Context: an optimization exercise on an open-source flow, tuned for small area, a short achievable clock period and few clock cycles. The choices shown serve that exercise and are no tape-out recipe. In this exercise RTL edits were held to simulation tests only and were not proved equivalent to the original. Power figures rest on the tool's default switching activity, not on a simulated workload.

## design/flow/design.v

```verilog
package moa_pkg;
   localparam int CHANNELS   = 16;
   localparam int OVERSAMPLE = 16;
   localparam int FULL_SCALE = 4095;
   localparam int UV_PER_MV  = 1000;
   localparam int FUNC_W     = 3;
   localparam int CH_W       = 4;
   localparam int ADC_W      = 12;
   localparam int MV_W       = 16;
   localparam int UV_W       = 26;
   localparam int AGE_W      = 17;
   localparam int ACC_W      = 20;
   localparam int SCAN_W     = 8;
   localparam int CSR_IDX_W  = 2;
   localparam int CSR_DATA_W = 16;
   localparam int PROD_W     = 28;    
   localparam int DIV_W      = 38;    
   localparam int CH_AW      = (CHANNELS > 1) ? $clog2(CHANNELS) : 1;
   localparam logic [FUNC_W-1:0] FUNC_SAMPLE  = 3'd0;
   localparam logic [FUNC_W-1:0] FUNC_ERROR   = 3'd1;
   localparam logic [FUNC_W-1:0] FUNC_TICK    = 3'd2;
   localparam logic [FUNC_W-1:0] FUNC_READ    = 3'd3;
   localparam logic [FUNC_W-1:0] FUNC_CONVERT = 3'd4;
   localparam logic [CSR_IDX_W-1:0] CSR_VREFINT_CAL  = 2'd0;
   localparam logic [CSR_IDX_W-1:0] CSR_NOMINAL_MV   = 2'd1;
   localparam logic [CSR_IDX_W-1:0] CSR_VREF_CHANNEL = 2'd2;
   localparam logic [MV_W-1:0]  NOMINAL_MV_RESET = 16'd3300;
   localparam logic [MV_W-1:0]  MV_MAX           = 16'hFFFF;
   localparam logic [UV_W-1:0]  UV_MAX           = 26'h3FF_FFFF;
   localparam logic [ADC_W-1:0] ADC_MAX          = 12'hFFF;
   localparam logic [AGE_W-1:0] AGE_MAX          = 17'h1_FFFF;
   typedef struct packed {
      logic [FUNC_W-1:0] func;
      logic [CH_W-1:0]   channel;
      logic [ADC_W-1:0]  value;
      logic              last_of_scan;
      logic [MV_W-1:0]   max_age_ms;
   } req_type;
   typedef struct packed {
      logic [ADC_W-1:0] avg_raw;
      logic [MV_W-1:0]  vdda_mv;
      logic [UV_W-1:0]  microvolts;
      logic             ready_res;
      logic             fresh;
   } rsp_type;
   typedef struct packed {
      logic [ADC_W-1:0] vrefint_cal;
      logic [MV_W-1:0]  nominal_vdda_mv;
      logic [CH_W-1:0]  vref_channel;
   } cfg_type;
endpackage
module multichannel_oversample_averager (
   input  logic        clock,
   input  logic        reset,
   input  logic        req_valid,
   output logic        req_ready,
   input  logic [35:0] req_data,
   output logic        rsp_valid,
   input  logic        rsp_ready,
   output logic [55:0] rsp_data,
   input  logic        csr_valid,
   output logic        csr_ready,
   input  logic [1:0]  csr_index,
   input  logic [15:0] csr_data
);
   localparam logic [2:0] V_IDLE = 3'd0;
   localparam logic [2:0] V_WAIT = 3'd1;
   localparam logic [2:0] V_MUL  = 3'd2;
   localparam logic [2:0] V_LOAD = 3'd3;
   localparam logic [2:0] V_DIV  = 3'd4;
   logic [11:0] cal_ff;
   logic [15:0] nom_ff;
   logic [3:0]  vref_ff;
   assign csr_ready = 1'b1;
   wire csr_wr = csr_valid && (csr_index != 2'd3);
   always_ff @(posedge clock) begin
      if (reset) begin
         cal_ff  <= 12'd0;
         nom_ff  <= 16'd3300;
         vref_ff <= 4'd0;
      end else if (csr_valid) begin
         case (csr_index)
            2'd0: cal_ff  <= csr_data[11:0];
            2'd1: nom_ff  <= csr_data;
            2'd2: vref_ff <= csr_data[3:0];
            default: begin
            end
         endcase
      end
   end
   logic        rdy_ff;
   logic        s1_v;
   logic [2:0]  s1_func;
   logic [3:0]  s1_ch;
   logic [11:0] s1_val;
   logic        s1_last;
   logic [15:0] s1_age;
   logic [19:0] sum_q [16];
   logic [15:0] sum_vld;
   logic [11:0] avg_q [16];
   logic [15:0] avg_ovf;
   logic [15:0] avg_vld;
   logic        sweep_pend;
   logic [3:0]  scan_ff;
   logic [16:0] age_ff;
   logic        rflag_ff;
   logic        vdda_ok, vdda_ok_in;
   logic [2:0]  vstate;
   logic [2:0]  vcnt;
   logic [11:0] now_ff;
   logic [11:0] rem_ff;
   logic [15:0] dq_ff;
   logic        r1_v, r1_isrd, r1_rdy, r1_fresh;
   logic [11:0] r1_raw;
   logic        r2_v, r2_rdy, r2_fresh;
   logic [28:0] r2_p;
   logic [11:0] r2_avg;
   logic        r3_v, r3_rdy, r3_fresh;
   logic [25:0] r3_a;
   logic [12:0] r3_t;
   logic [11:0] r3_avg;
   logic        o_v, o_rdy, o_fresh;
   logic [25:0] o_uv;
   logic [11:0] o_avg;
   wire s1_isrd = (s1_func == 3'd3) || (s1_func == 3'd4);
   wire s1_read = (s1_func == 3'd3);
   wire adv_o = !o_v || rsp_ready;
   wire en_3  = !r3_v || adv_o;
   wire en_2  = !r2_v || en_3;
   wire en_1  = !r1_v || en_2;
   wire rd_go = s1_v && s1_isrd && vdda_ok && en_1;
   wire s1_go = s1_v && (!s1_isrd || (vdda_ok && en_1));
   assign req_ready = rdy_ff;
   always_ff @(posedge clock) begin
      if (reset) begin
         s1_v <= 1'b0;
      end else if (rdy_ff) begin
         s1_v <= req_valid;
      end else begin
         s1_v <= s1_v && !s1_go;
      end
   end
   always_ff @(posedge clock) begin
      if (rdy_ff) begin
         s1_func <= req_data[35:33];
         s1_ch   <= req_data[32:29];
         s1_val  <= req_data[28:17];
         s1_last <= req_data[16];
         s1_age  <= req_data[15:0];
      end
   end
   wire do_sample = s1_v && (s1_func == 3'd0);
   wire do_error  = s1_v && (s1_func == 3'd1);
   wire do_tick   = s1_v && (s1_func == 3'd2);
   wire [19:0] sum_rd  = (sum_vld[s1_ch] && !sweep_pend) ? sum_q[s1_ch] : 20'd0;
   wire [19:0] sum_new = sum_rd + {8'd0, s1_val};
   always_ff @(posedge clock) begin
      for (int i = 0; i < 16; i++) begin
         if (do_sample && (s1_ch == 4'(i))) begin
            sum_q[i] <= sum_new;
         end
      end
   end
   always_ff @(posedge clock) begin
      for (int i = 0; i < 16; i++) begin
         if (reset) begin
            sum_vld[i] <= 1'b0;
         end else if (do_sample && (s1_ch == 4'(i))) begin
            sum_vld[i] <= 1'b1;
         end else if (sweep_pend) begin
            sum_vld[i] <= 1'b0;
         end
      end
   end
   wire [3:0] scan_eff = sweep_pend ? 4'd0 : scan_ff;
   wire       trig     = do_sample && s1_last && (scan_eff == 4'd15);
   always_ff @(posedge clock) begin
      if (reset) begin
         scan_ff    <= 4'd0;
         sweep_pend <= 1'b0;
      end else begin
         scan_ff    <= scan_eff + 4'(do_sample && s1_last);
         sweep_pend <= trig;
      end
   end
   always_ff @(posedge clock) begin
      if (sweep_pend) begin
         for (int i = 0; i < 16; i++) begin
            avg_q[i]   <= sum_q[i][15:4];
            avg_ovf[i] <= |sum_q[i][19:16];
         end
      end
   end
   always_ff @(posedge clock) begin
      if (reset) begin
         avg_vld <= 16'd0;
      end else if (sweep_pend) begin
         avg_vld <= sum_vld;
      end
   end
   wire [3:0]  avg_addr = vdda_ok ? s1_ch : vref_ff;
   wire [11:0] avg_rd   = avg_vld[avg_addr] ? (avg_ovf[avg_addr] ? 12'hFFF : avg_q[avg_addr])
                                            : 12'd0;
   wire [16:0] age_eff = sweep_pend ? 17'd0 : age_ff;
   always_ff @(posedge clock) begin
      if (reset) begin
         age_ff   <= 17'd0;
         rflag_ff <= 1'b0;
      end else begin
         age_ff <= (do_tick && (age_eff != 17'h1FFFF)) ? age_eff + 17'd1 : age_eff;
         if (do_error) begin
            rflag_ff <= 1'b0;
         end else if (sweep_pend) begin
            rflag_ff <= 1'b1;
         end
      end
   end
   wire fresh = rflag_ff && (age_ff <= {1'b0, s1_age});
   wire inval      = trig || csr_wr;
   wire pipe_empty = !r1_v && !r2_v && !r3_v && !o_v;
   wire vmul       = (vstate == V_MUL);
   logic [11:0] rem_a, rem_b;
   logic [15:0] dq_a, dq_b;
   always_comb begin
      logic [12:0] t;
      t = {rem_ff, dq_ff[15]};
      if (t >= {1'b0, now_ff}) begin
         rem_a = 12'(t - {1'b0, now_ff});
         dq_a  = {dq_ff[14:0], 1'b1};
      end else begin
         rem_a = t[11:0];
         dq_a  = {dq_ff[14:0], 1'b0};
      end
      t = {rem_a, dq_a[15]};
      if (t >= {1'b0, now_ff}) begin
         rem_b = 12'(t - {1'b0, now_ff});
         dq_b  = {dq_a[14:0], 1'b1};
      end else begin
         rem_b = t[11:0];
         dq_b  = {dq_a[14:0], 1'b0};
      end
   end
   always_comb begin
      vdda_ok_in = vdda_ok;
      if (reset || inval) begin
         vdda_ok_in = 1'b0;
      end else if (vstate == V_LOAD) begin
         if (now_ff == 12'd0 || cal_ff == 12'd0 || r2_p[28:16] >= {1'b0, now_ff}) begin
            vdda_ok_in = 1'b1;
         end
      end else if (vstate == V_DIV && vcnt == 3'd7) begin
         vdda_ok_in = 1'b1;
      end
   end
   always_ff @(posedge clock) begin
      vdda_ok <= vdda_ok_in;
      if (reset || inval) begin
         vstate <= V_WAIT;
      end else begin
         case (vstate)
            V_WAIT: begin
               if (!sweep_pend && pipe_empty) begin
                  now_ff <= avg_rd;
                  vstate <= V_MUL;
               end
            end
            V_MUL: begin
               vstate <= V_LOAD;
            end
            V_LOAD: begin
               if (now_ff == 12'd0 || cal_ff == 12'd0) begin
                  dq_ff  <= nom_ff;
                  vstate <= V_IDLE;
               end else if (r2_p[28:16] >= {1'b0, now_ff}) begin
                  dq_ff  <= 16'hFFFF;
                  vstate <= V_IDLE;
               end else begin
                  rem_ff <= r2_p[27:16];
                  dq_ff  <= r2_p[15:0];
                  vcnt   <= 3'd0;
                  vstate <= V_DIV;
               end
            end
            V_DIV: begin
               rem_ff <= rem_b;
               dq_ff  <= dq_b;
               vcnt   <= vcnt + 3'd1;
               if (vcnt == 3'd7) begin
                  vstate <= V_IDLE;
               end
            end
            default: begin
            end
         endcase
      end
   end
   wire [15:0] vdda_ff = dq_ff;
   always_ff @(posedge clock) begin
      if (reset) begin
         r1_v <= 1'b0;
      end else if (en_1) begin
         r1_v <= rd_go;
      end
      if (en_1) begin
         r1_raw   <= s1_read ? avg_rd : s1_val;
         r1_isrd  <= s1_read;
         r1_rdy   <= rflag_ff;
         r1_fresh <= fresh;
      end
   end
   wire [11:0] mul_a   = vmul ? cal_ff : r1_raw;
   wire [15:0] mul_b   = vmul ? nom_ff : vdda_ff;
   wire [10:0] mul_c   = vmul ? now_ff[11:1] : 11'd0;
   wire [28:0] mul_out = 29'(mul_a * mul_b) + 29'(mul_c);
   always_ff @(posedge clock) begin
      if (reset) begin
         r2_v <= 1'b0;
      end else if (en_2) begin
         r2_v <= r1_v;
      end
      if (en_2) begin
         r2_p     <= mul_out;
         r2_avg   <= r1_isrd ? r1_raw : 12'd0;
         r2_rdy   <= r1_rdy;
         r2_fresh <= r1_fresh;
      end
   end
   wire [37:0] p38   = {10'd0, r2_p[27:0]};
   wire [37:0] q     = (p38 << 10) - (p38 << 5) + (p38 << 3) + 38'd2047;
   wire [12:0] t1    = {1'b0, q[23:12]} + {1'b0, q[11:0]};
   always_ff @(posedge clock) begin
      if (reset) begin
         r3_v <= 1'b0;
      end else if (en_3) begin
         r3_v <= r2_v;
      end
      if (en_3) begin
         r3_a     <= q[37:12];
         r3_t     <= t1;
         r3_avg   <= r2_avg;
         r3_rdy   <= r2_rdy;
         r3_fresh <= r2_fresh;
      end
   end
   wire [14:0] c_q  = {1'b0, r3_a[25:12]} + 15'(r3_t[12]);
   wire [14:0] t2   = c_q + {3'd0, r3_t[11:0]};
   wire [12:0] ef   = {1'b0, t2[11:0]} + {10'd0, t2[14:12]};
   wire        g    = (ef >= 13'd4095);
   wire [25:0] uv   = r3_a + 26'(c_q) + 26'(t2[14:12]) + 26'(g);
   always_ff @(posedge clock) begin
      if (reset) begin
         o_v <= 1'b0;
      end else if (adv_o) begin
         o_v <= r3_v;
      end
      if (adv_o) begin
         o_uv    <= uv;
         o_avg   <= r3_avg;
         o_rdy   <= r3_rdy;
         o_fresh <= r3_fresh;
      end
   end
   assign rsp_valid = o_v;
   assign rsp_data  = {o_avg, vdda_ff, o_uv, o_rdy, o_fresh};
   wire r1_v_n = en_1 ? rd_go : r1_v;
   wire r2_v_n = en_2 ? r1_v : r2_v;
   wire r3_v_n = en_3 ? r2_v : r3_v;
   wire o_v_n  = adv_o ? r3_v : o_v;
   wire full_n = r1_v_n && r2_v_n && r3_v_n && o_v_n;
   wire in_rd  = (req_data[35:33] == 3'd3) || (req_data[35:33] == 3'd4);
   wire s1_rd_n = rdy_ff ? (req_valid && in_rd) : (s1_v && s1_isrd && !s1_go);
   always_ff @(posedge clock) begin
      if (reset) begin
         rdy_ff <= 1'b1;
      end else begin
         rdy_ff <= !(s1_rd_n && !(vdda_ok_in && !full_n));
      end
   end
endmodule
```

## design/flow/run.sh

```bash
#!/bin/bash
# synth_recipe.tcl (not shown) runs the flow's synth.tcl, then flattens the netlist and writes it again
# the make line also repeats each setting of config.mk as NAME=value (left out here)
make -C /OpenROAD-flow-scripts/flow DESIGN_CONFIG=/design/flow/config.mk WORK_HOME=/design/flow/orfs CLKGATE_MAP_FILE= SYNTH_SCRIPT=/design/flow/synth_recipe.tcl finish
```

## design/flow/config.mk

```make
export PLATFORM = sky130hd
export DESIGN_NAME = multichannel_oversample_averager
export DESIGN_NICKNAME = multichannel_oversample_averager
export VERILOG_FILES = /design/flow/design.v
export SDC_FILE = /design/flow/constraint.sdc
export NUM_CORES = 4
export LEC_CHECK = 0
export CAP_MARGIN = 20
export CORE_MARGIN = 2
export CORE_UTILIZATION = 40
export SLEW_MARGIN = 20
```

## design/flow/constraint.sdc

```tcl
create_clock -name core_clock -period 9.0 [get_ports {clock}]
set_input_delay 1.8000 -clock core_clock [delete_from_list [all_inputs] [get_ports {clock}]]
set_output_delay 1.8000 -clock core_clock [all_outputs]
set_load 0.01 [all_outputs]
```

==> results.yml, run 1 <==
cells_and_area:
  layout.nets: 4446
  final_common_cell: "edfxtp_1"
  stdcell_count: 5511
  design_area_mm2: 0.0527
  antenna_cells: 0
  syn2layout_area_growth_pct: 13.8
  mostFrequentLayoutCells: "edfxtp_1 (758), inv_1 (343), nand2_1 (328), ha_1 (280), nor2_1 (228)"
  layout-drive-gt1-share_pct: 9.35
timing:
  setup-violations-final: 0
  fmax_mhz: 124
  rsz0062_at_grt: "no"
  tns_ns: 0
  hold_ws_ns: 0.413
  skew_ns: 0.0410
  hold_viol: 0
  post-route-period-util_pct: 89.6
  fin_crit_ns: 8.07
  slew_headroom_pct: 19.1
  worst_pin_slew_ns: 1.21
  drv_slew: 0
routing:
  drt_iter0_markers: 3260
  vias_per_cell: 5.70
  dr.pass1.iters: 8
  drc: 0
  postRouteAntennaNets: 0
  vias: 31407
  routed_wirelength_mm: 137
  post_drt_wl_per_cell_um: 24.9
pwr:
  powerDensity_mw_per_mm2: 409
  peakVddDrop_mv: 0.707
  leakage_nw: 20.2
logic_synthesis:
  ys_seq_area_share_pct: 53.3
  synth-edff-count: 758
  syn-cell-area_mm2: 0.0463
  ys.warnings.count: 3
  async_flop_share_pct: 0
  syn_area_per_cell_um2: 12.3
  synth_nets: 4280
  synth-seq-cells: 855
  synthFlopType: "edfxtp_1"
  synth_cells: 3759
  ys_types: 101
critical_path:
  cp.required_ns: 9.37
  max_stage_delay_ns: 0.45
  crit_top_cell: "ha_1"
  critPathCaptureType: "flop"
  regToRegSetupSlack_ns: 0.93
  crit_slowest_cell: "o21ai_0"
  cp-start-kind: "flop"
  crit_fanout: 5
  crit_type: "reg2reg"
  arrival_ns: 8.44
clock_network:
  clkSinkCount: 855
  cts_setup_buffers: 0
  postCtsHoldBufs: 0
  cts_root_buf: "clkbuf_16"
  clk_pin_slew_ns: 0.06
  numCtsBuffers: 88
  htree_levels: 3
  clk_latency_ns: 0.67
  clockBufferDepth: 3
  cts.repair.resized: 0
  cts_tree: "yes"
place:
  post-place-cells: 5346
  dpl_cell_area_mm2: 0.0496
  place.gp.congestion: 0.921
  dpl.hpwl_mm: 97.3
  io_buffers: 116
grt:
  gr-total-overflow: 0
  grt_max_degree: 87
  grt_antenna_before_repair: 5
  track_usage_pct: 23.0
  grt_pass1_wl_mm: 202
  grt_pass1_vias: 30635
die:
  start_util_pct: 40.4
  die_height_um: 344
  coreArea_mm2: 0.115
  die_w_um: 344
  rows: 124
  dieArea_mm2: 0.119
  ioPinCount: 118
min_path:
  holdCritPathClass: "reg2reg"
outcome:
  outcome: "timing/DRC/antenna clean"
flow_run:
  max_cap_violations: 0
==> cell type report <==
type,count,area [µm²]
Inverter,348,1310
Clock inverter,53,633
Sequential cell,855,24700
Clock buffer,111,2360
Fill cell,10312,61900
Tap cell,1512,1890
Multi-Input combinational cell,2432,20000
Timing Repair Buffer,200,1800
==> cell usage after synthesis, drive strengths merged (75+ instances only) <==
cell type	instances	share of area, %
ha	280	7.6
dfxtp	97	4.2
clkbuf	79	0.64
inv	347	2.8
a22oi	89	1.5
nand2	330	2.7
edfxtp	758	49
o21ai	104	1.1
fa	182	7.9
xnor2	105	2.0
nor2	235	1.9
a21oi	155	1.7
mux2i	75	1.7
==> stage by stage <==
stage               worst slack (ns)  power [mW]  utilization [%]
floorplan                      0.571        14.4                -
global route                   0.177        23.2             46.0
finish                         0.933        21.6             46.0
detailed placement             0.979        17.8             43.3
CTS                            0.902        21.6             45.9
global placement                1.10        17.7             43.3
==> layer usage <==
metal / part of all wire [%] / vias up / routed length (µm) / global-route usage (%)
li1: - / 14115 / - / -
met3: 8.0 / 254 / 11000 / 3.22
met1: 42 / 15674 / 57700 / 31.9
met2: 47 / 1360 / 63900 / 37.5
met4: 3.2 / 4 / 4320 / 7.29
met5: 0.018 / - / 25 / 0
==> kinds of logic (layout without fill, tap and decap cells) <==
| group | count (synthesis) | count (layout) | share of synthesized area, % |
|---|---|---|---|
| and+or+nand+nor | 941 | 941 | 9.61 |
| DFF | 855 | 855 | 53.3 |
| AOI/OAI and AO/OA | 737 | 737 | 11.2 |
| buffers and inverters | 472 | 712 | 3.97 |
| adders and majority gates | 463 | 463 | 15.4 |
| xor gates and xnor gates | 148 | 148 | 2.83 |
| muxes | 142 | 142 | 3.65 |
| other | 1 | 1 | 0.00809 |
==> worst paths after layout <==
kind | cells after the start | from | endpoint
worst max-delay path | 35 | r3_a[12] | o_uv[20]
worst min-delay path | 0 | r2_avg[9] | r3_avg[9]
worst max register to register | 35 | r3_a[12] | o_uv[20]
worst min register to register | 0 | r2_avg[9] | r3_avg[9]
==> critical path, delay by kind of cell, from the launching register on <==
family,cells,cell delay [ns]
xor+xnor,3,0.65
simple gates,5,0.92
mux,1,0.19
compound gates,15,3.17
buf+inv,3,0.19
fa+ha+maj,8,2.28
flops,1,0.38
==> registers in the layout (all words and copies together), names as in the netlist, 13 cells and up <==
register / cells
o_uv: 26
r2_p: 29
r3_a: 26
age_ff: 17
r3_t: 13
sum_vld: 16
s1_age: 16
nom_ff: 16
dq_ff: 16
avg_ovf: 16
avg_vld: 16
avg_q: 192
sum_q: 320
==> power by group <==
group	switching (mW)	internal [mW]	total, mW
clock	1.62	2.15	3.76
combinational	7.20	4.95	12.2
sequential	0.329	5.31	5.63
total	9.15	12.4	21.6
Testbench counts, summed over its fixed seeds: cycles 7,965.
==> run 2: changes to the inputs <==
--- a/design/flow/config.mk
+++ b/design/flow/config.mk
@@ -9,3 +9,4 @@
 export CORE_MARGIN = 2
 export CORE_UTILIZATION = 40
+export SETUP_SLACK_MARGIN = 3
 export SLEW_MARGIN = 20
==> results.yml, run 2 <==
pwr:
  peakVddDrop_mv: 0.566
  intPower_mw: 13.6
  p_clk_share_pct: 16.7
  p_seq_share_pct: 24.3
  power_switching_mw: 9.55
  combPwrFrac_pct: 59.0
  p_sw_share_pct: 41.2
  leakage_nw: 21.4
  powerDensity_mw_per_mm2: 418
critical_path:
  cp-start-kind: "flop"
  arrival_ns: 7.25
  cp_num_buf_inv: 3
  critPathCaptureType: "flop"
  crit_slowest_cell: "edfxtp_1"
  cp.required_ns: 9.39
  crit_fanout: 5
  crit_type: "reg2reg"
  critPathTopFamily: "compound AO/OA/AOI/OAI gates"
  regToRegSetupSlack_ns: 2.14
  max_stage_delay_ns: 0.43
logic_synthesis:
  syn_area_per_cell_um2: 12.3
  synthFlopType: "edfxtp_1"
  synth_top_area_share_pct: 49.1
  syn-cell-area_mm2: 0.0463
  synth_top_area_cell: "edfxtp_1"
  synth_nets: 4280
  async_flop_share_pct: 0
  synth-edff-count: 758
  ys_types: 101
  synthTopCellsByArea: "edfxtp_1 (49%), fa_1 (7.9%), ha_1 (7.6%)"
  synth_cells: 3759
  ys.warnings.count: 3
  synth-seq-cells: 855
  synth_most_common_cell: "edfxtp_1"
  synthTopCellsByCount: "edfxtp_1 (758), inv_1 (344), nand2_1 (329)"
  ys_seq_area_share_pct: 53.3
timing:
  skew_ns: 0.0422
  rsz0062_at_grt: "yes"
  worst_pin_slew_ns: 1.05
  fin_crit_ns: 6.86
  hold_viol: 0
  drv_slew: 0
  tns_ns: 0
  post-route-period-util_pct: 76.2
  fmax_mhz: 146
  setup-violations-final: 0
  slew_headroom_pct: 28.0
clock_network:
  numCtsBuffers: 91
  cts_root_buf: "clkbuf_16"
  clk_latency_ns: 0.69
  clkSinkCount: 855
  htree_levels: 3
  cts_tree: "yes"
  clockBufferDepth: 3
  clk_pin_slew_ns: 0.06
grt:
  grt_max_degree: 87
  grt_pass1_vias: 31674
  track_usage_pct: 23.3
  grt_antenna_before_repair: 3
  gr-total-overflow: 0
  grt_pass1_wl_mm: 205
die:
  ioPinCount: 118
  die_height_um: 344
  dieArea_mm2: 0.119
  die_w_um: 344
  coreArea_mm2: 0.115
  rows: 124
  start_util_pct: 40.4
cells_and_area:
  final_common_cell: "edfxtp_1"
  layout.nets: 4603
  regMostFlops: "sum_q"
  reg_top3: "sum_q (320), avg_q (192), r2_p (29)"
  stdcell_count: 5673
  largest_register_ffs: 320
  nFillCells: 10039
  layout-drive-gt1-share_pct: 16.6
  syn2layout_area_growth_pct: 19.7
  mostFrequentLayoutCells: "edfxtp_1 (758), inv_1 (329), nand2_1 (304), ha_1 (261), nor2_1 (220)"
place:
  post-place-cells: 5345
  place.gp.congestion: 0.921
  io_buffers: 116
  dpl.hpwl_mm: 95.3
routing:
  post_drt_wl_per_cell_um: 24.5
  dr.pass1.iters: 8
  postRouteAntennaNets: 0
  vias: 32327
  routed_wirelength_mm: 139
  drc: 0
  vias_per_cell: 5.70
  drt_iter0_markers: 3565
flow_run:
  max_cap_violations: 0
min_path:
  holdCritPathClass: "reg2reg"
outcome:
  outcome: "timing/DRC/antenna clean"
==> run 2: changes by cell type in the layout (fill, tap and decap cells not counted), moves of 19 or more <==
cell     previous run  this run
mux2_4              0        26
nand2_1           328       304
buf_6               0        22
buf_4              83       192
nand2_2             2        22
mux2_2             52        30
ha_1              280       261
==> run 2: metrics by stage <==
stage | setup slack [ns] | cell area [µm²] | power, mW | util [%] | hold slack (ns)
2_1_floorplan | 2.57 | 46800 | 14.7 | - | 0.400
3_3_place_gp | 1.96 | 50000 | 17.7 | 43.6 | 0.403
3_5_place_dp | 1.91 | 50000 | 17.7 | 43.6 | 0.405
4_1_cts | 2.23 | 54700 | 22.6 | 47.7 | 0.423
5_1_grt | 1.86 | 55400 | 24.9 | 48.4 | 0.431
6_report | 2.14 | 55500 | 23.2 | 48.4 | 0.415
==> run 2: metal layers <==
layer | global-route usage [%] | wire length [µm] | vias to the layer above
li1 | - | - | 14445
met1 | 31.8 | 57300 | 16034
met2 | 37.8 | 64600 | 1512
met3 | 3.76 | 11600 | 332
met4 | 8.51 | 5740 | 4
met5 | 0 | 27 | -
==> run 2: kinds of logic (layout without fill, tap and decap cells) <==
group / count (synthesis) / in the layout / synth area share [%]
muxes: 142 / 146 / 3.65
buffers and inverters: 472 / 869 / 3.97
xor gates and xnor gates: 148 / 148 / 2.83
DFF: 855 / 855 / 53.3
adders and majority gates: 463 / 463 / 15.4
AOI/OAI and AO/OA: 737 / 737 / 11.2
and+or+nand+nor: 941 / 941 / 9.61
other: 1 / 2 / 0.00809
==> run 2: worst reg2reg max path, delay by kind of cell, from the launching register on <==
family | cells | cell delay [ns]
AO/OA/AOI/OAI | 16 | 2.86
XOR/XNOR | 3 | 0.50
adder cells (fa/ha/maj) | 8 | 2.13
buffers and inverters | 3 | 0.26
flip-flops | 1 | 0.43
multiplexers | 1 | 0.16
AND/OR/NAND/NOR | 2 | 0.27
==> run 2: what timing repair did <==
| item | 4_1_cts | 5_1_grt |
|---|---|---|
| buffers inserted | 101 | 40 |
| gates cloned | 11 | 0 |
| pin swaps | 80 | 92 |
| endpoints found under the setup margin | 115 | 149 |
| gates resized for setup | 119 | 87 |
| hold buffers | 0 | 0 |
| hold endpoints to repair | 0 | 0 |
==> run 2: cell type report <==
class,instances,area (µm²),share of cell area (%)
Sequential cell,855,24700,44.6
Multi-Input combinational cell,2436,21100,38.1
Inverter,348,1320,2.38
Timing Repair Buffer,350,3320,5.98
Clock buffer,107,2380,4.29
Tap cell,1512,1890,3.41
Clock inverter,64,693,1.25
Antenna cell,1,2.50,0.00451
==> run 2: path summary, 6_finish.rpt <==
check	from	end	cells past startpoint
hold reg to reg	r3_avg[0]	o_avg[0]	0
setup reg to reg	r3_t[12]	o_uv[20]	33
setup / recovery	r3_t[12]	o_uv[20]	33
hold / removal	r3_avg[0]	o_avg[0]	0
==> run 2: power groups by stage <==
stage	clock, mW	sequential, mW	combinational, mW
2_1_floorplan	0	5.56	9.12
3_3_place_gp	0	5.73	12.0
3_5_place_dp	0	5.73	12.0
4_1_cts	3.90	5.63	13.1
5_1_grt	4.06	5.65	15.2
6_report	3.86	5.64	13.7
==> run 3: changes to the inputs <==
--- a/design/flow/config.mk
+++ b/design/flow/config.mk
@@ -9,4 +9,4 @@
 export CORE_MARGIN = 2
 export CORE_UTILIZATION = 40
-export SETUP_SLACK_MARGIN = 3
+export SETUP_SLACK_MARGIN = 5
 export SLEW_MARGIN = 20
==> results.yml, run 3 <==
routing:
  dr_wl_met3_mm: 13.0
  postRouteAntennaNets: 0
  drc: 0
  routed.top_layer: "met5"
  dr.pass1.iters: 6
  wl_met1_mm: 58.3
  dr_wl_met2_mm: 67.8
  drt_iter0_markers: 3740
  vias_per_cell: 5.70
  post_drt_wl_per_cell_um: 24.9
  routed_wirelength_mm: 145
  vias: 33241
pwr:
  p_clk_share_pct: 14.1
  powerDensity_mw_per_mm2: 454
  intPower_mw: 15.7
  p_sw_share_pct: 41.1
  peakVddDrop_mv: 0.875
  p_seq_share_pct: 20.9
  leakage_nw: 22.6
  combPwrFrac_pct: 65.0
  power_switching_mw: 11.0
cells_and_area:
  nFillCells: 9727
  layout.nets: 4764
  final_common_cell: "edfxtp_1"
  layout-drive-gt1-share_pct: 24.0
  reg_top3: "sum_q (320), avg_q (192), r2_p (29)"
  regMostFlops: "sum_q"
  final_util_pct: 51.2
  stdcell_count: 5834
  largest_register_ffs: 320
  mostFrequentLayoutCells: "edfxtp_1 (758), inv_1 (312), nand2_1 (300), buf_4 (280), ha_1 (221)"
  antenna_cells: 0
  design_area_mm2: 0.0587
  syn2layout_area_growth_pct: 26.7
grt:
  gr-total-overflow: 0
  grt_max_degree: 86
  grt_pass1_wl_mm: 213
  grt_pass1_vias: 32787
  track_usage_pct: 24.3
  grt_antenna_before_repair: 3
timing:
  fmax_mhz: 150
  slew_headroom_pct: 24.9
  fin_crit_ns: 6.67
  hold_viol: 0
  rsz0062_at_grt: "yes"
  fin_ws_ns: 2.33
  tns_ns: 0
  post-route-period-util_pct: 74.1
  setup-violations-final: 0
  drv_slew: 0
  skew_ns: 0.0365
  worst_pin_slew_ns: 1.12
logic_synthesis:
  synth-edff-count: 758
  synth-seq-cells: 855
  synth_most_common_cell: "edfxtp_1"
  synth_top_area_cell: "edfxtp_1"
  ys_types: 101
  async_flop_share_pct: 0
  synthFlopType: "edfxtp_1"
  ys_seq_area_share_pct: 53.3
  syn-cell-area_mm2: 0.0463
  synth_cells: 3759
  syn_area_per_cell_um2: 12.3
  synth_top_area_share_pct: 49.1
  synthTopCellsByArea: "edfxtp_1 (49%), fa_1 (7.9%), ha_1 (7.6%)"
  synthTopCellsByCount: "edfxtp_1 (758), inv_1 (344), nand2_1 (329)"
  ys.warnings.count: 3
  synth_nets: 4280
critical_path:
  crit_type: "reg2reg"
  crit_slowest_cell: "fa_1"
  startpoint: "r3_a[12]"
  cp-start-kind: "flop"
  worstRegToRegCells: 34
  arrival_ns: 7.05
  endpoint: "o_uv[22]"
  cp.required_ns: 9.38
  critPathCaptureType: "flop"
  rr_startpoint: "r3_a[12]"
  critPathTopFamily: "compound AO/OA/AOI/OAI gates"
  regToRegSetupSlack_ns: 2.33
  crit_fanout: 5
  r2r_end: "o_uv[22]"
  max_stage_delay_ns: 0.50
  path_depth: 34
  cp_num_buf_inv: 4
flow_run:
  max_cap_violations: 0
clock_network:
  clk_latency_ns: 0.69
  clk_pin_slew_ns: 0.06
  htree_levels: 3
  clkSinkCount: 855
  numCtsBuffers: 92
  cts_root_buf: "clkbuf_16"
  cts_tree: "yes"
  clockBufferDepth: 3
die:
  die_w_um: 344
  rows: 124
  dieArea_mm2: 0.119
  coreArea_mm2: 0.115
  start_util_pct: 40.4
  ioPinCount: 118
  die_height_um: 344
place:
  post-place-ws_ns: 1.73
  dpl_cell_area_mm2: 0.0505
  io_buffers: 116
  dpl.hpwl_mm: 96.2
  place.gp.congestion: 0.935
  post-place-cells: 5339
outcome:
  outcome: "timing/DRC/antenna clean"
min_path:
  holdCritPathClass: "reg2reg"
run 3: per-stage QoR:
step / power (mW) / hold WS, ns
6_report: 26.7 / 0.417
3_3_place_gp: 18.1 / 0.402
5_1_grt: 28.3 / 0.426
2_1_floorplan: 15.1 / 0.400
4_1_cts: 24.8 / 0.420
3_5_place_dp: 18.2 / 0.405
run 3: power groups by stage:
stage                     clock network (mW)  logic, mW  registers, mW
final                                   3.76       17.3           5.59
after global routing                    3.96       18.8           5.60
after CTS                               3.80       15.4           5.59
after detailed placement                   0       12.5           5.73
after global placement                     0       12.4           5.73
after floorplan                            0       9.55           5.56
run 3: worst min path at each step:
stage / depth (start not counted) / end / slack [ns] / start
2_1_floorplan: 0 / o_avg[0] / 0.40 / r3_avg[0]
3_3_place_gp: 0 / r2_fresh / 0.40 / r1_fresh
3_5_place_dp: 0 / r2_fresh / 0.41 / r1_fresh
4_1_cts: 0 / r3_rdy / 0.42 / r2_rdy
5_1_grt: 0 / r3_avg[6] / 0.43 / r2_avg[6]
6_report: 0 / r3_rdy / 0.42 / r2_rdy
run 3: cell type report:
| class | instances | area (µm²) | area share, % |
|---|---|---|---|
| Sequential cell | 855 | 24700 | 42.1 |
| Multi-Input combinational cell | 2436 | 22700 | 38.7 |
| Timing Repair Buffer | 510 | 5070 | 8.63 |
| Clock buffer | 115 | 2420 | 4.12 |
| Tap cell | 1512 | 1890 | 3.22 |
| Inverter | 348 | 1330 | 2.26 |
| Clock inverter | 58 | 572 | 0.974 |
run 3: layer usage:
metal	up-vias	global-route usage (%)
met5	-	0
met4	2	9.76
met3	338	3.87
met2	1563	39.1
met1	16551	32.8
li1	14787	-
run 3: cells by family (layout without fill, tap and decap cells):
group / count (synthesis) / in the layout / synth area share [%]
compound gates: 737 / 738 / 11.2
xor+xnor: 148 / 149 / 2.83
fa+ha+maj: 463 / 463 / 15.4
buf+inv: 472 / 1031 / 3.97
flops: 855 / 855 / 53.3
mux: 142 / 144 / 3.65
other cells: 1 / 1 / 0.00809
simple gates: 941 / 941 / 9.61
run 3: repair_timing:
item / in CTS / in global routing
setup endpoints to repair: 384 / 326
hold buffers: 0 / 0
cloned: 13 / 3
pin swaps: 148 / 73
gates resized for setup: 295 / 153
buffers inserted: 247 / 59
==> run 4: changes to the inputs <==
--- a/design/flow/design.v
+++ b/design/flow/design.v
@@ -95,5 +95,11 @@
    logic [11:0] s1_val;
    logic        s1_last;
-   logic [15:0] s1_age;
+   logic        s1_rdy;
+   logic        s1_fresh;
+   logic [19:0] s1_rd;
+   logic        s2_v;
+   logic [3:0]  s2_ch;
+   logic [11:0] s2_val;
+   logic [19:0] s2_rd;
    logic [19:0] sum_q [16];
    logic [15:0] sum_vld;
@@ -101,8 +107,8 @@
    logic [15:0] avg_ovf;
    logic [15:0] avg_vld;
-   logic        sweep_pend;
+   logic        swp1, swp2;
    logic [3:0]  scan_ff;
-   logic [16:0] age_ff;
-   logic        rflag_ff;
+   logic [16:0] age_ff, age_in;
+   logic        rflag_ff, rflag_in;
    logic        vdda_ok, vdda_ok_in;
    logic [2:0]  vstate;
@@ -117,6 +123,5 @@
    logic [11:0] r2_avg;
    logic        r3_v, r3_rdy, r3_fresh;
-   logic [25:0] r3_a;
-   logic [12:0] r3_t;
+   logic [37:0] r3_q;
    logic [11:0] r3_avg;
    logic        o_v, o_rdy, o_fresh;
@@ -141,11 +146,14 @@
       end
    end
+   wire [15:0] in_age   = req_data[15:0];
+   wire        in_fresh = rflag_in && (age_in <= {1'b0, in_age});
    always_ff @(posedge clock) begin
       if (rdy_ff) begin
-         s1_func <= req_data[35:33];
-         s1_ch   <= req_data[32:29];
-         s1_val  <= req_data[28:17];
-         s1_last <= req_data[16];
-         s1_age  <= req_data[15:0];
+         s1_func  <= req_data[35:33];
+         s1_ch    <= req_data[32:29];
+         s1_val   <= req_data[28:17];
+         s1_last  <= req_data[16];
+         s1_rdy   <= rflag_in;
+         s1_fresh <= in_fresh;
       end
    end
@@ -153,10 +161,22 @@
    wire do_error  = s1_v && (s1_func == 3'd1);
    wire do_tick   = s1_v && (s1_func == 3'd2);
-   wire [19:0] sum_rd  = (sum_vld[s1_ch] && !sweep_pend) ? sum_q[s1_ch] : 20'd0;
-   wire [19:0] sum_new = sum_rd + {8'd0, s1_val};
+   wire [19:0] s2_sum = (swp2 ? 20'd0 : s2_rd) + {8'd0, s2_val};
+   wire        fwd    = s2_v && (s2_ch == s1_ch);
+   wire [19:0] mem_rd = (sum_vld[s1_ch] && !swp2) ? sum_q[s1_ch] : 20'd0;
+   assign      s1_rd  = fwd ? s2_sum : mem_rd;
+   always_ff @(posedge clock) begin
+      if (reset) begin
+         s2_v <= 1'b0;
+      end else begin
+         s2_v <= do_sample;
+      end
+      s2_ch  <= s1_ch;
+      s2_val <= s1_val;
+      s2_rd  <= s1_rd;
+   end
    always_ff @(posedge clock) begin
       for (int i = 0; i < 16; i++) begin
-         if (do_sample && (s1_ch == 4'(i))) begin
-            sum_q[i] <= sum_new;
+         if (s2_v && (s2_ch == 4'(i))) begin
+            sum_q[i] <= s2_sum;
          end
       end
@@ -166,24 +186,25 @@
          if (reset) begin
             sum_vld[i] <= 1'b0;
-         end else if (do_sample && (s1_ch == 4'(i))) begin
+         end else if (s2_v && (s2_ch == 4'(i))) begin
             sum_vld[i] <= 1'b1;
-         end else if (sweep_pend) begin
+         end else if (swp2) begin
             sum_vld[i] <= 1'b0;
          end
       end
    end
-   wire [3:0] scan_eff = sweep_pend ? 4'd0 : scan_ff;
-   wire       trig     = do_sample && s1_last && (scan_eff == 4'd15);
+   wire trig = do_sample && s1_last && (scan_ff == 4'd15);
    always_ff @(posedge clock) begin
       if (reset) begin
-         scan_ff    <= 4'd0;
-         sweep_pend <= 1'b0;
+         scan_ff <= 4'd0;
+         swp1    <= 1'b0;
+         swp2    <= 1'b0;
       end else begin
-         scan_ff    <= scan_eff + 4'(do_sample && s1_last);
-         sweep_pend <= trig;
+         scan_ff <= scan_ff + 4'(do_sample && s1_last);
+         swp1    <= trig;
+         swp2    <= swp1;
       end
    end
    always_ff @(posedge clock) begin
-      if (sweep_pend) begin
+      if (swp2) begin
          for (int i = 0; i < 16; i++) begin
             avg_q[i]   <= sum_q[i][15:4];
@@ -195,5 +216,5 @@
       if (reset) begin
          avg_vld <= 16'd0;
-      end else if (sweep_pend) begin
+      end else if (swp2) begin
          avg_vld <= sum_vld;
       end
@@ -202,5 +223,18 @@
    wire [11:0] avg_rd   = avg_vld[avg_addr] ? (avg_ovf[avg_addr] ? 12'hFFF : avg_q[avg_addr])
                                             : 12'd0;
-   wire [16:0] age_eff = sweep_pend ? 17'd0 : age_ff;
+   always_comb begin
+      age_in   = age_ff;
+      rflag_in = rflag_ff;
+      if (trig) begin
+         age_in   = 17'd0;
+         rflag_in = 1'b1;
+      end
+      if (do_tick && (age_ff != 17'h1FFFF)) begin
+         age_in = age_ff + 17'd1;
+      end
+      if (do_error) begin
+         rflag_in = 1'b0;
+      end
+   end
    always_ff @(posedge clock) begin
       if (reset) begin
@@ -208,13 +242,8 @@
          rflag_ff <= 1'b0;
       end else begin
-         age_ff <= (do_tick && (age_eff != 17'h1FFFF)) ? age_eff + 17'd1 : age_eff;
-         if (do_error) begin
-            rflag_ff <= 1'b0;
-         end else if (sweep_pend) begin
-            rflag_ff <= 1'b1;
-         end
+         age_ff   <= age_in;
+         rflag_ff <= rflag_in;
       end
    end
-   wire fresh = rflag_ff && (age_ff <= {1'b0, s1_age});
    wire inval      = trig || csr_wr;
    wire pipe_empty = !r1_v && !r2_v && !r3_v && !o_v;
@@ -241,4 +270,6 @@
       end
    end
+   wire v_direct = (now_ff == 12'd0) || (cal_ff == 12'd0);
+   wire v_sat    = (r2_p[28:16] >= {1'b0, now_ff});
    always_comb begin
       vdda_ok_in = vdda_ok;
@@ -246,5 +277,5 @@
          vdda_ok_in = 1'b0;
       end else if (vstate == V_LOAD) begin
-         if (now_ff == 12'd0 || cal_ff == 12'd0 || r2_p[28:16] >= {1'b0, now_ff}) begin
+         if (v_direct || v_sat) begin
             vdda_ok_in = 1'b1;
          end
@@ -260,5 +291,5 @@
          case (vstate)
             V_WAIT: begin
-               if (!sweep_pend && pipe_empty) begin
+               if (!swp1 && !swp2 && pipe_empty) begin
                   now_ff <= avg_rd;
                   vstate <= V_MUL;
@@ -269,8 +300,8 @@
             end
             V_LOAD: begin
-               if (now_ff == 12'd0 || cal_ff == 12'd0) begin
+               if (v_direct) begin
                   dq_ff  <= nom_ff;
                   vstate <= V_IDLE;
-               end else if (r2_p[28:16] >= {1'b0, now_ff}) begin
+               end else if (v_sat) begin
                   dq_ff  <= 16'hFFFF;
                   vstate <= V_IDLE;
@@ -295,5 +326,4 @@
       end
    end
-   wire [15:0] vdda_ff = dq_ff;
    always_ff @(posedge clock) begin
       if (reset) begin
@@ -305,10 +335,10 @@
          r1_raw   <= s1_read ? avg_rd : s1_val;
          r1_isrd  <= s1_read;
-         r1_rdy   <= rflag_ff;
-         r1_fresh <= fresh;
+         r1_rdy   <= s1_rdy;
+         r1_fresh <= s1_fresh;
       end
    end
    wire [11:0] mul_a   = vmul ? cal_ff : r1_raw;
-   wire [15:0] mul_b   = vmul ? nom_ff : vdda_ff;
+   wire [15:0] mul_b   = vmul ? nom_ff : dq_ff;
    wire [10:0] mul_c   = vmul ? now_ff[11:1] : 11'd0;
    wire [28:0] mul_out = 29'(mul_a * mul_b) + 29'(mul_c);
@@ -326,7 +356,6 @@
       end
    end
-   wire [37:0] p38   = {10'd0, r2_p[27:0]};
-   wire [37:0] q     = (p38 << 10) - (p38 << 5) + (p38 << 3) + 38'd2047;
-   wire [12:0] t1    = {1'b0, q[23:12]} + {1'b0, q[11:0]};
+   wire [37:0] p38 = {10'd0, r2_p[27:0]};
+   wire [37:0] q   = (p38 << 10) - (p38 << 5) + (p38 << 3) + 38'd2047;
    always_ff @(posedge clock) begin
       if (reset) begin
@@ -336,6 +365,5 @@
       end
       if (en_3) begin
-         r3_a     <= q[37:12];
-         r3_t     <= t1;
+         r3_q     <= q;
          r3_avg   <= r2_avg;
          r3_rdy   <= r2_rdy;
@@ -343,9 +371,5 @@
       end
    end
-   wire [14:0] c_q  = {1'b0, r3_a[25:12]} + 15'(r3_t[12]);
-   wire [14:0] t2   = c_q + {3'd0, r3_t[11:0]};
-   wire [12:0] ef   = {1'b0, t2[11:0]} + {10'd0, t2[14:12]};
-   wire        g    = (ef >= 13'd4095);
-   wire [25:0] uv   = r3_a + 26'(c_q) + 26'(t2[14:12]) + 26'(g);
+   wire [37:0] s  = r3_q + {12'd0, r3_q[37:12]} + {24'd0, r3_q[37:24]} + 38'd3;
    always_ff @(posedge clock) begin
       if (reset) begin
@@ -355,5 +379,5 @@
       end
       if (adv_o) begin
-         o_uv    <= uv;
+         o_uv    <= s[37:12];
          o_avg   <= r3_avg;
          o_rdy   <= r3_rdy;
@@ -362,11 +386,11 @@
    end
    assign rsp_valid = o_v;
-   assign rsp_data  = {o_avg, vdda_ff, o_uv, o_rdy, o_fresh};
-   wire r1_v_n = en_1 ? rd_go : r1_v;
-   wire r2_v_n = en_2 ? r1_v : r2_v;
-   wire r3_v_n = en_3 ? r2_v : r3_v;
-   wire o_v_n  = adv_o ? r3_v : o_v;
-   wire full_n = r1_v_n && r2_v_n && r3_v_n && o_v_n;
-   wire in_rd  = (req_data[35:33] == 3'd3) || (req_data[35:33] == 3'd4);
+   assign rsp_data  = {o_avg, dq_ff, o_uv, o_rdy, o_fresh};
+   wire r1_v_n  = en_1 ? rd_go : r1_v;
+   wire r2_v_n  = en_2 ? r1_v : r2_v;
+   wire r3_v_n  = en_3 ? r2_v : r3_v;
+   wire o_v_n   = adv_o ? r3_v : o_v;
+   wire full_n  = r1_v_n && r2_v_n && r3_v_n && o_v_n;
+   wire in_rd   = (req_data[35:33] == 3'd3) || (req_data[35:33] == 3'd4);
    wire s1_rd_n = rdy_ff ? (req_valid && in_rd) : (s1_v && s1_isrd && !s1_go);
    always_ff @(posedge clock) begin
==> results.yml, run 4 <==
cells_and_area:
  largest_register_ffs: 320
  nFillCells: 9805
  regMostFlops: "sum_q"
  multi_input_comb_area_mm2: 0.0204
  reg_top3: "sum_q (320), avg_q (192), r3_q (35)"
  final_common_cell: "edfxtp_1"
  layout-drive-gt1-share_pct: 16.3
  syn2layout_area_growth_pct: 20.0
  regArea_mm2: 0.0249
  mostFrequentLayoutCells: "edfxtp_1 (740), inv_1 (300), nand2_1 (259), ha_1 (259), nor2_1 (184)"
  layout.nets: 4409
place:
  place.gp.congestion: 0.939
  dpl.hpwl_mm: 94.0
  io_buffers: 116
grt:
  grt_pass1_vias: 30724
  grt_pass1_wl_mm: 202
  grt_antenna_before_repair: 12
  gr-total-overflow: 0
  grt_max_degree: 83
  track_usage_pct: 23.5
pwr:
  peakVddDrop_mv: 0.320
  leakage_nw: 20.8
  total_power_mw: 18.8
  powerDensity_mw_per_mm2: 344
critical_path:
  r2r_end: "r2_p[25]"
  rr_startpoint: "vstate[1]"
  regToRegSetupSlack_ns: 2.88
  arrival_ns: 6.55
  critPathCaptureType: "flop"
  worstRegToRegCells: 22
  cp.required_ns: 9.43
  cp-start-kind: "flop"
  crit_fanout: 7
  crit_type: "reg2reg"
timing:
  skew_ns: 0.0319
  fmax_mhz: 163
  slew_headroom_pct: 22.0
  worst_pin_slew_ns: 1.16
  fin_crit_ns: 6.12
  drv_slew: 0
  rsz0062_at_grt: "yes"
  hold_viol: 0
  tns_ns: 0
  post-route-period-util_pct: 68.0
  setup-violations-final: 0
logic_synthesis:
  synth_cells: 3591
  syn_area_per_cell_um2: 12.7
  syn-cell-area_mm2: 0.0455
  synth_most_common_cell: "edfxtp_1"
  synth-edff-count: 740
  synth_top_area_cell: "edfxtp_1"
  async_flop_share_pct: 0
  ys_types: 84
  ys.warnings.count: 3
  synth_top_area_share_pct: 48.8
  synthTopCellsByArea: "edfxtp_1 (49%), fa_1 (8.2%), ha_1 (7.9%)"
  synth-seq-cells: 875
  synth_nets: 4125
  synthTopCellsByCount: "edfxtp_1 (740), inv_1 (321), ha_1 (288)"
  ys_seq_area_share_pct: 54.8
  synthFlopType: "edfxtp_1"
clock_network:
  htree_levels: 3
  clk_pin_slew_ns: 0.07
  postCtsHoldBufs: 0
  clockBufferDepth: 3
  cts_tree: "yes"
  numCtsBuffers: 90
  clkSinkCount: 875
  clk_latency_ns: 0.69
  cts_root_buf: "clkbuf_16"
outcome:
  outcome: "timing/DRC/antenna clean"
min_path:
  worstHoldPathCells: 0
  hold_path_end: "s2_val[1]"
  min_from: "s1_val[1]"
  holdCritPathClass: "reg2reg"
routing:
  routed_wirelength_mm: 139
  vias: 31185
  drc: 0
  post_drt_wl_per_cell_um: 25.5
  vias_per_cell: 5.72
  dr.pass1.iters: 7
  drt_iter0_markers: 3570
  postRouteAntennaNets: 0
die:
  start_util_pct: 40.4
  die_height_um: 341
  dieArea_mm2: 0.116
  coreArea_mm2: 0.113
  die_w_um: 341
  ioPinCount: 118
  rows: 123
flow_run:
  max_cap_violations: 0
==> run 4: routing by layer <==
metal  share of wire [%]  global-route usage, %
met5               0.053                      0
met4                 4.3                   9.44
met3                 8.7                   4.32
met2                  47                   38.4
met1                  40                   31.1
==> run 4: how the worst max path moves through the flow <==
stage,start,end,slack (ns),cells past startpoint
2_1_floorplan,vstate[1],r2_p[27],3.28,22
3_3_place_gp,vstate[1],r2_p[28],2.02,25
3_5_place_dp,vstate[1],r2_p[27],1.92,21
4_1_cts,vstate[1],r2_p[27],3.02,27
5_1_grt,vstate[1],r2_p[27],2.77,27
6_report,vstate[1],r2_p[25],2.88,22
==> run 4: cell type report <==
class,instances,share of cell area [%]
timing repair buffer,315,5.57
timing repair inverter,1,0.00917
tap,1500,3.44
clock buffer,123,4.64
inverter,321,2.24
antenna,2,0.00917
multi-input combinational,2271,37.4
sequential,875,45.7
clock inverter,47,1.03
==> run 4: report_power, final <==
| group | switching (mW) | leakage (nW) | internal (mW) |
|---|---|---|---|
| Combinational | 5.17 | 11.3 | 4.26 |
| Sequential | 0.352 | 7.99 | 5.12 |
| Clock | 1.66 | 1.52 | 2.23 |
| Total | 7.18 | 20.8 | 11.6 |
==> run 4: cells by family (layout without fill, tap and decap cells) <==
group / Yosys count / in the layout / synth area share [%]
buffers and inverters: 446 / 807 / 3.80
AND/OR/NAND/NOR: 834 / 835 / 8.65
AO/OA/AOI/OAI: 716 / 716 / 11.0
flip-flops: 875 / 875 / 54.8
XOR/XNOR: 115 / 115 / 2.21
multiplexers: 128 / 128 / 3.36
adder cells (fa/ha/maj): 476 / 476 / 16.2
other: 1 / 3 / 0.00824
==> run 4: critical path, cell delays in order, from the launching register on <==
cell and delay (ns):
dfxtp_4 0.38, inv_8 0.03, nor3_4 0.17, buf_8 0.20
buf_12 0.15, buf_12 0.13, mux2_4 0.34, buf_4 0.15
nand2_2 0.05, fa_1 0.45, fa_1 0.51, fa_1 0.51
fa_1 0.43, fa_1 0.51, inv_1 0.06, ha_1 0.38
and4_1 0.22, nand4_1 0.19, a21oi_2 0.32, o211ai_1 0.18
buf_4 0.18, a311oi_2 0.21, xor2_1 0.09
==> run 4: metrics by stage <==
stage	std cells	util, %	hold WS (ns)	cell area (µm²)	worst slack (ns)
finish	5455	48.4	0.384	54600	2.88
global route	5454	48.4	0.406	54600	2.77
CTS	5410	47.8	0.390	53900	3.02
detailed placement	5149	43.7	0.374	49300	1.92
global placement	5148	43.7	0.377	49200	2.02
floorplan	3591	-	0.344	46200	3.28
==> run 4: timing repair <==
item,in CTS,in global routing
gates cloned,7,0
setup buffers,84,43
setup endpoints to repair,196,140
pin swaps,43,44
resized for setup,136,79
Testbench counts of run 4, summed over its fixed seeds: cycles 7,989.
==> run 5: changes to the inputs <==
--- a/design/flow/design.v
+++ b/design/flow/design.v
@@ -67,6 +67,7 @@
    localparam logic [2:0] V_WAIT = 3'd1;
    localparam logic [2:0] V_MUL  = 3'd2;
-   localparam logic [2:0] V_LOAD = 3'd3;
-   localparam logic [2:0] V_DIV  = 3'd4;
+   localparam logic [2:0] V_ADD  = 3'd3;
+   localparam logic [2:0] V_LOAD = 3'd4;
+   localparam logic [2:0] V_DIV  = 3'd5;
    logic [11:0] cal_ff;
    logic [15:0] nom_ff;
@@ -120,9 +121,12 @@
    logic [11:0] r1_raw;
    logic        r2_v, r2_rdy, r2_fresh;
-   logic [28:0] r2_p;
+   logic [19:0] r2_pp0, r2_pp1, r2_pp2;
    logic [11:0] r2_avg;
    logic        r3_v, r3_rdy, r3_fresh;
-   logic [37:0] r3_q;
+   logic [28:0] r3_p;
    logic [11:0] r3_avg;
+   logic        r4_v, r4_rdy, r4_fresh;
+   logic [37:0] r4_q;
+   logic [11:0] r4_avg;
    logic        o_v, o_rdy, o_fresh;
    logic [25:0] o_uv;
@@ -131,7 +135,8 @@
    wire s1_read = (s1_func == 3'd3);
    wire adv_o = !o_v || rsp_ready;
-   wire en_3  = !r3_v || adv_o;
-   wire en_2  = !r2_v || en_3;
-   wire en_1  = !r1_v || en_2;
+   wire en_4  = !r4_v || !o_v || rsp_ready;
+   wire en_3  = !r3_v || !r4_v || !o_v || rsp_ready;
+   wire en_2  = !r2_v || !r3_v || !r4_v || !o_v || rsp_ready;
+   wire en_1  = !r1_v || !r2_v || !r3_v || !r4_v || !o_v || rsp_ready;
    wire rd_go = s1_v && s1_isrd && vdda_ok && en_1;
    wire s1_go = s1_v && (!s1_isrd || (vdda_ok && en_1));
@@ -247,5 +252,5 @@
    end
    wire inval      = trig || csr_wr;
-   wire pipe_empty = !r1_v && !r2_v && !r3_v && !o_v;
+   wire pipe_empty = !r1_v && !r2_v && !r3_v && !r4_v && !o_v;
    wire vmul       = (vstate == V_MUL);
    logic [11:0] rem_a, rem_b;
@@ -271,5 +276,5 @@
    end
    wire v_direct = (now_ff == 12'd0) || (cal_ff == 12'd0);
-   wire v_sat    = (r2_p[28:16] >= {1'b0, now_ff});
+   wire v_sat    = (r3_p[28:16] >= {1'b0, now_ff});
    always_comb begin
       vdda_ok_in = vdda_ok;
@@ -297,4 +302,7 @@
             end
             V_MUL: begin
+               vstate <= V_ADD;
+            end
+            V_ADD: begin
                vstate <= V_LOAD;
             end
@@ -307,6 +315,6 @@
                   vstate <= V_IDLE;
                end else begin
-                  rem_ff <= r2_p[27:16];
-                  dq_ff  <= r2_p[15:0];
+                  rem_ff <= r3_p[27:16];
+                  dq_ff  <= r3_p[15:0];
                   vcnt   <= 3'd0;
                   vstate <= V_DIV;
@@ -339,8 +347,6 @@
       end
    end
-   wire [11:0] mul_a   = vmul ? cal_ff : r1_raw;
-   wire [15:0] mul_b   = vmul ? nom_ff : dq_ff;
-   wire [10:0] mul_c   = vmul ? now_ff[11:1] : 11'd0;
-   wire [28:0] mul_out = 29'(mul_a * mul_b) + 29'(mul_c);
+   wire [11:0] mul_a = vmul ? cal_ff : r1_raw;
+   wire [15:0] mul_b = vmul ? nom_ff : dq_ff;
    always_ff @(posedge clock) begin
       if (reset) begin
@@ -350,5 +356,7 @@
       end
       if (en_2) begin
-         r2_p     <= mul_out;
+         r2_pp0   <= 20'(mul_a[3:0] * mul_b);
+         r2_pp1   <= 20'(mul_a[7:4] * mul_b);
+         r2_pp2   <= 20'(mul_a[11:8] * mul_b);
          r2_avg   <= r1_isrd ? r1_raw : 12'd0;
          r2_rdy   <= r1_rdy;
@@ -356,6 +364,7 @@
       end
    end
-   wire [37:0] p38 = {10'd0, r2_p[27:0]};
-   wire [37:0] q   = (p38 << 10) - (p38 << 5) + (p38 << 3) + 38'd2047;
+   wire        vadd    = (vstate == V_ADD);
+   wire [10:0] add_c   = vadd ? now_ff[11:1] : 11'd0;
+   wire [28:0] p_sum   = 29'(r2_pp0) + {5'd0, r2_pp1, 4'd0} + {1'd0, r2_pp2, 8'd0} + 29'(add_c);
    always_ff @(posedge clock) begin
       if (reset) begin
@@ -365,5 +374,5 @@
       end
       if (en_3) begin
-         r3_q     <= q;
+         r3_p     <= p_sum;
          r3_avg   <= r2_avg;
          r3_rdy   <= r2_rdy;
@@ -371,16 +380,31 @@
       end
    end
-   wire [37:0] s  = r3_q + {12'd0, r3_q[37:12]} + {24'd0, r3_q[37:24]} + 38'd3;
+   wire [37:0] p38 = {10'd0, r3_p[27:0]};
+   wire [37:0] q   = (p38 << 10) - (p38 << 5) + (p38 << 3) + 38'd2047;
+   always_ff @(posedge clock) begin
+      if (reset) begin
+         r4_v <= 1'b0;
+      end else if (en_4) begin
+         r4_v <= r3_v;
+      end
+      if (en_4) begin
+         r4_q     <= q;
+         r4_avg   <= r3_avg;
+         r4_rdy   <= r3_rdy;
+         r4_fresh <= r3_fresh;
+      end
+   end
+   wire [37:0] s  = r4_q + {12'd0, r4_q[37:12]} + {24'd0, r4_q[37:24]} + 38'd3;
    always_ff @(posedge clock) begin
       if (reset) begin
          o_v <= 1'b0;
       end else if (adv_o) begin
-         o_v <= r3_v;
+         o_v <= r4_v;
       end
       if (adv_o) begin
          o_uv    <= s[37:12];
-         o_avg   <= r3_avg;
-         o_rdy   <= r3_rdy;
-         o_fresh <= r3_fresh;
+         o_avg   <= r4_avg;
+         o_rdy   <= r4_rdy;
+         o_fresh <= r4_fresh;
       end
    end
@@ -390,6 +414,7 @@
    wire r2_v_n  = en_2 ? r1_v : r2_v;
    wire r3_v_n  = en_3 ? r2_v : r3_v;
-   wire o_v_n   = adv_o ? r3_v : o_v;
-   wire full_n  = r1_v_n && r2_v_n && r3_v_n && o_v_n;
+   wire r4_v_n  = en_4 ? r3_v : r4_v;
+   wire o_v_n   = adv_o ? r4_v : o_v;
+   wire full_n  = r1_v_n && r2_v_n && r3_v_n && r4_v_n && o_v_n;
    wire in_rd   = (req_data[35:33] == 3'd3) || (req_data[35:33] == 3'd4);
    wire s1_rd_n = rdy_ff ? (req_valid && in_rd) : (s1_v && s1_isrd && !s1_go);
==> results.yml, run 5 <==
timing:
  hold_viol: 0
  fmax_mhz: 210
  post-route-period-util_pct: 53.0
  setup-violations-final: 0
  rsz0062_at_grt: "yes"
  drv_slew: 0
  skew_ns: 0.0696
  tns_ns: 0
  slew_headroom_pct: 23.6
  hold_ws_ns: 0.413
  fin_crit_ns: 4.77
  worst_pin_slew_ns: 1.14
critical_path:
  crit_top_cell: "fa_1"
  max_stage_delay_ns: 0.53
  startpoint: "vstate[0]"
  endpoint: "r2_pp1[19]"
  arrival_ns: 5.17
  regToRegSetupSlack_ns: 4.23
  cp-start-kind: "flop"
  cp_num_buf_inv: 4
  cp.required_ns: 9.40
  rr_startpoint: "vstate[0]"
  crit_fanout: 5
  path_cells: "nor3_4, buf_6, buf_12, buf_16, mux2i_4, or2_4, fa_1, fa_1, inv_1, ha_1, a21o_1, a211oi_2, nor2_2, o41a_1, a41oi_2, a2111oi_4, nor3b_2, a21oi_2, xor2_1"
  path_depth: 19
  worstRegToRegCells: 19
  r2r_end: "r2_pp1[19]"
  crit_slowest_cell: "fa_1"
  crit_type: "reg2reg"
  critPathTopFamily: "compound AO/OA/AOI/OAI gates"
  critPathCaptureType: "flop"
clock_network:
  clockBufferDepth: 3
  htree_levels: 3
  cts_root_buf: "clkbuf_16"
  clk_latency_ns: 0.72
  postCtsHoldBufs: 0
  clkSinkCount: 950
  cts_tree: "yes"
  numCtsBuffers: 100
  clk_pin_slew_ns: 0.07
logic_synthesis:
  synth_top_area_share_pct: 49.8
  synthTopCellsByArea: "edfxtp_1 (50%), ha_1 (8.5%), fa_1 (5.7%)"
  ys.warnings.count: 3
  synth-seq-cells: 950
  synth_top_area_cell: "edfxtp_1"
  synth_most_common_cell: "edfxtp_1"
  syn_area_per_cell_um2: 12.3
  syn-cell-area_mm2: 0.0491
  synth-edff-count: 814
  async_flop_share_pct: 0
  ys_types: 91
  synth_cells: 3991
  synthTopCellsByCount: "edfxtp_1 (814), nor2_1 (351), inv_1 (342)"
  synthFlopType: "edfxtp_1"
  ys_seq_area_share_pct: 55.3
  synth_nets: 4523
grt:
  grt_pass1_wl_mm: 222
  grt_pass1_vias: 33433
  grt_antenna_before_repair: 1
  gr-total-overflow: 0
  track_usage_pct: 24.0
  grt_max_degree: 87
cells_and_area:
  largest_register_ffs: 320
  mostFrequentLayoutCells: "edfxtp_1 (814), nor2_1 (312), inv_1 (306), ha_1 (294), buf_4 (229)"
  nFillCells: 10553
  layout.nets: 4887
  final_common_cell: "edfxtp_1"
  final_util_pct: 49.1
  design_area_mm2: 0.0598
  reg_top3: "sum_q (320), avg_q (192), r4_q (35)"
  regMostFlops: "sum_q"
  syn2layout_area_growth_pct: 21.7
  layout-drive-gt1-share_pct: 19.0
min_path:
  min_from: "r1_fresh"
  holdCritPathClass: "reg2reg"
  worstHoldPathCells: 0
routing:
  vias_per_cell: 5.67
  dr.pass1.iters: 6
  vias: 34416
  post_drt_wl_per_cell_um: 25.5
  drc: 0
  routed_wirelength_mm: 155
  drt_iter0_markers: 3668
  postRouteAntennaNets: 0
pwr:
  leakage_nw: 22.9
  peakVddDrop_mv: 0.289
  powerDensity_mw_per_mm2: 334
flow_run:
  max_cap_violations: 0
die:
  start_util_pct: 40.3
  ioPinCount: 118
  die_height_um: 354
  dieArea_mm2: 0.126
  die_w_um: 354
  coreArea_mm2: 0.122
  rows: 128
place:
  dpl.hpwl_mm: 104
  dpl_cell_area_mm2: 0.0530
  place.gp.congestion: 0.915
  io_buffers: 116
outcome:
  outcome: "timing/DRC/antenna clean"
-- run 5: routing by layer --
| layer | GRT usage [%] | share of wire [%] | vias to the layer above |
|---|---|---|---|
| met5 | 0 | 0 | - |
| met4 | 9.50 | 4.3 | 0 |
| met3 | 3.94 | 7.7 | 344 |
| met2 | 39.5 | 47 | 1489 |
| met1 | 31.7 | 41 | 17092 |
| li1 | - | - | 15491 |
-- run 5: worst min-delay path by stage --
stage | to | slack, ns
after floorplan | s2_ch[0] | 0.34
after global placement | r2_fresh | 0.40
after detailed placement | o_avg[8] | 0.40
after CTS | avg_q[9][10] | 0.41
after global routing | avg_q[9][10] | 0.42
final | r2_fresh | 0.41
-- run 5: logic make-up (layout without fill, tap and decap cells) --
kind of cell | after synthesis | count (layout) | share of synthesized area, %
simple gates | 981 | 981 | 9.40
flops | 950 | 950 | 55.3
compound gates | 828 | 830 | 11.7
buf+inv | 480 | 925 | 3.72
fa+ha+maj | 474 | 474 | 14.2
xor+xnor | 157 | 157 | 2.80
mux | 120 | 120 | 2.87
other cells | 1 | 3 | 0.00763
-- run 5: layout make-up --
| class | instances | area (µm²) | share of cell area (%) |
|---|---|---|---|
| diodes | 2 | 5.00 | 0.00837 |
| clock buffers | 136 | 2740 | 4.58 |
| repair buffers | 398 | 3680 | 6.16 |
| flip-flops and latches | 950 | 27200 | 45.5 |
| well taps | 1625 | 2030 | 3.40 |
| multi-input cells | 2563 | 22300 | 37.3 |
| clock inverters | 49 | 524 | 0.877 |
| inverters | 342 | 1300 | 2.18 |
-- run 5: worst register-to-register path, delay by kind of cell (launching register included) --
kind / cells / cell delay (ns)
mux: 1 / 0.35
buf+inv: 4 / 0.41
simple gates: 4 / 0.73
compound gates: 6 / 1.28
flops: 1 / 0.36
fa+ha+maj: 3 / 1.22
xor+xnor: 1 / 0.14
-- run 5: stage by stage --
stage                     worst slack [ns]  power, mW  cells
after CTS                             4.29       19.7   6011
after floorplan                       4.35       12.4   3991
after global placement                2.89       14.6   5660
after detailed placement              2.82       14.7   5660
after global routing                  4.06       21.3   6063
final                                 4.23       19.9   6065
-- run 5: report_power, final --
group | total [mW] | internal (mW) | switching, mW
combinational | 9.70 | 4.36 | 5.34
clock | 4.12 | 2.32 | 1.80
sequential | 6.14 | 5.68 | 0.459
-- run 5: timing repair --
item	in CTS	in global routing
gates cloned	6	0
resized for setup	244	105
pin swaps	91	58
setup buffers	160	52
endpoints found under the setup margin	214	156
Testbench counts of run 5, summed over its fixed seeds: cycles 8,021.

## what the ideal ports hide
No port has a modelled driver above. Below, the same layouts with a new extraction and two added sets of constraints.
Step 1 sets driving cells, clkbuf_16 on the clock port and buf_2 on the other inputs (assumed; they add their load-dependent delay and slew).
Step 2 times the ports against the registers' clock, not the clock port: input delays grow and output delays shrink by t, the midpoint of the rising clock arrivals with the driver on.
a / b / c = no drivers / after step 1 / after step 2; a / b = the first two.
run	shift t [ns]	setup slack, ns	slew at the worst register clock pin (ns)	worst data-port slew with drivers (ns)	cell pins on the clock port's net
run 1	0.724	0.933 / 0.933 / 0.933	0.07 / 0.07	0.05	1
run 2	0.736	2.141 / 2.141 / 2.141	0.07 / 0.07	0.16	1
run 3	0.736	2.332 / 2.332 / 2.332	0.07 / 0.07	0.16	1
run 4	0.748	2.880 / 2.880 / 2.880	0.07 / 0.07	0.18	1
run 5	0.759	4.233 / 4.233 / 4.233	0.07 / 0.07	0.11	1
After both steps setup and hold are still met in every run listed.
